What follows belongs to an exercise in optimizing a design on an open flow for small area; a production flow would make more cautious choices.
The RTL was checked by simulation tests, not by an equivalence proof against the original design.

==> flow/design.v (excerpt) <==
module heater_standby_mode_controller_top (
    input  wire logic                         clk,
    input  wire logic                         rst_n,
    input  wire logic                         cfg_we,
    input  wire logic [hsmc_pkg::ADDR_W-1:0]  cfg_addr,
    input  wire logic [hsmc_pkg::CFG_W-1:0]   cfg_wdata,
    input  wire logic                         pass_valid,
    output      logic                         pass_ready,
    input  wire logic [hsmc_pkg::TIME_W-1:0]  pass_now_ms,
    input  wire logic                         pass_set_level,
    input  wire logic                         pass_set_pressed,
    input  wire logic                         pass_minus_pressed,
    input  wire logic                         pass_plus_pressed,
    input  wire logic                         pass_motion_event,
    input  wire logic [hsmc_pkg::TIME_W-1:0]  pass_motion_time_ms,
    output      logic                         result_valid,
    input  wire logic                         result_ready,
    output      logic                         result_heat_on,
    output      logic                         result_standby,
    output      logic                         result_drive_mode,
    output      logic [hsmc_pkg::DEG_W-1:0]   result_target_temp,
    output      logic [hsmc_pkg::DEG_W-1:0]   result_selected_temp,
    output      logic [hsmc_pkg::COUNT_W-1:0] result_countdown_s
);
Size: roughly 3900 cells after synthesis, about 350 flip-flops, roughly 160 I/O pins.
==> flow/config.mk <==
export PLATFORM = sky130hd
export DESIGN_NAME = heater_standby_mode_controller_top
export DESIGN_NICKNAME = heater_standby_mode_controller_top
export VERILOG_FILES = /design/flow/design.v
export SDC_FILE = /design/flow/constraint.sdc
export NUM_CORES = 4
export LEC_CHECK = 0
export ABC_AREA = 1
export CAP_MARGIN = 20
export CORE_MARGIN = 2
export CORE_UTILIZATION = 55
export SLEW_MARGIN = 20
==> flow/constraint.sdc <==
create_clock -name core_clock -period 12.0 [get_ports {clk}]
set_input_delay 2.4000 -clock core_clock [delete_from_list [all_inputs] [get_ports {clk}]]
set_output_delay 2.4000 -clock core_clock [all_outputs]
set_load 0.01 [all_outputs]
run.sh (not shown) runs the stock make flow with config.mk's settings and CLKGATE_MAP_FILE= SYNTH_SCRIPT=/design/flow/synth_recipe.tcl, a recipe that flattens the netlist after the stock synthesis.
Change:
--- a/flow/design.v
+++ b/flow/design.v
@@ -116,24 +116,22 @@
                                 .s(d_standby_s), .co(d_standby_c));
     hsmc_add #(TW) u_d_off (.a(cfg.off_time_ms), .b(~idle), .ci(1'b1),
                             .s(d_off_s), .co(d_off_c));
     assign standby_ahead = d_standby_c && (d_standby_s != '0);
     assign off_ahead     = d_off_c && (d_off_s != '0);
     assign idle_inc      = (heat && standby_ahead) || (standby && off_ahead);
     hsmc_add #(TW+2) u_r_standby (.a({{2{!d_standby_c}}, d_standby_s}), .b(~{2'b00, elapsed}),
                                   .ci(1'b1), .s(r_standby), .co(r_standby_c));
     hsmc_add #(TW+2) u_r_off (.a({{2{!d_off_c}}, d_off_s}), .b(~{2'b00, elapsed}),
                               .ci(1'b1), .s(r_off), .co(r_off_c));
-    assign pos_standby   = idle_inc && !r_standby[TW+1] &&
-                           !(d_standby_c && (d_standby_s == elapsed));
-    assign pos_off       = idle_inc && !r_off[TW+1] &&
-                           !(d_off_c && (d_off_s == elapsed));
+    assign pos_standby   = idle_inc && !r_standby[TW+1] && (r_standby != '0);
+    assign pos_off       = idle_inc && !r_off[TW+1] && (r_off != '0);
     assign short_standby = (r_standby[TW+1:10] == '0) && (r_standby[9:0] < 10'd1000);
     assign short_off     = (r_off[TW+1:10] == '0) && (r_off[9:0] < 10'd1000);
     assign act_pos_standby   = (cfg.standby_time_ms != '0);
     assign act_pos_off       = (cfg.off_time_ms != '0);
     assign act_short_standby = (cfg.standby_time_ms[TW-1:10] == '0) &&
                                (cfg.standby_time_ms[9:0] < 10'd1000);
     assign act_short_off     = (cfg.off_time_ms[TW-1:10] == '0) &&
                                (cfg.off_time_ms[9:0] < 10'd1000);
     hsmc_add #(TW) u_press (.a(now_ms), .b(~press_start), .ci(1'b1), .s(press_ms), .co(unused));
     hsmc_add #(hsmc_pkg::HOLD_W) u_press_cmp (.a(cfg.long_press_ms), .b(~press_ms[hsmc_pkg::HOLD_W-1:0]),
Result: The changed run ran to the end with no violations; sequential share of layout area came out higher by 0.36 points; critical path depth came out higher by 52; non-clock buffer count came out higher by 15; register-to-register slack gets worse by 0.35 ns; clock skew came out lower by 0.011 ns; wire length came out lower slightly; die area came out lower slightly; synthesized area came out lower slightly; first-iteration DRC count came out lower by roughly a tenth.

-- re-timing with driven ports --
The results above use ideal ports. As a check the final layouts listed here were re-extracted and re-timed, cells and wires unchanged. Step 1 (the two cells are an assumption about what drives the block):
set clk [get_ports {clk}]
set_driving_cell -lib_cell sky130_fd_sc_hd__clkbuf_16 $clk
set_driving_cell -lib_cell sky130_fd_sc_hd__buf_2 [delete_from_list [all_inputs] $clk]
Step 2 times the ports against the registers' clock, not the clock port: input delays grow and output delays shrink by t, the midpoint of the rising clock arrivals with the driver on. a / b / c = ideal ports / drivers / drivers and shift; a / b = the first two.
run | shift t [ns] | setup WS [ns] | worst setup path after step 2 | worst data-port slew with drivers (ns)
the first run | 0.653 | 1.112 / 1.146 / 0.493 | input to register | 0.07
the second run | 0.651 | 0.904 / 0.904 / 0.311 | input to register | 0.10
After both steps every run listed still meets setup and hold. For the first run, which loses most, drivers alone change the setup slack by +0.034 ns; drivers and shift together by -0.619 ns.
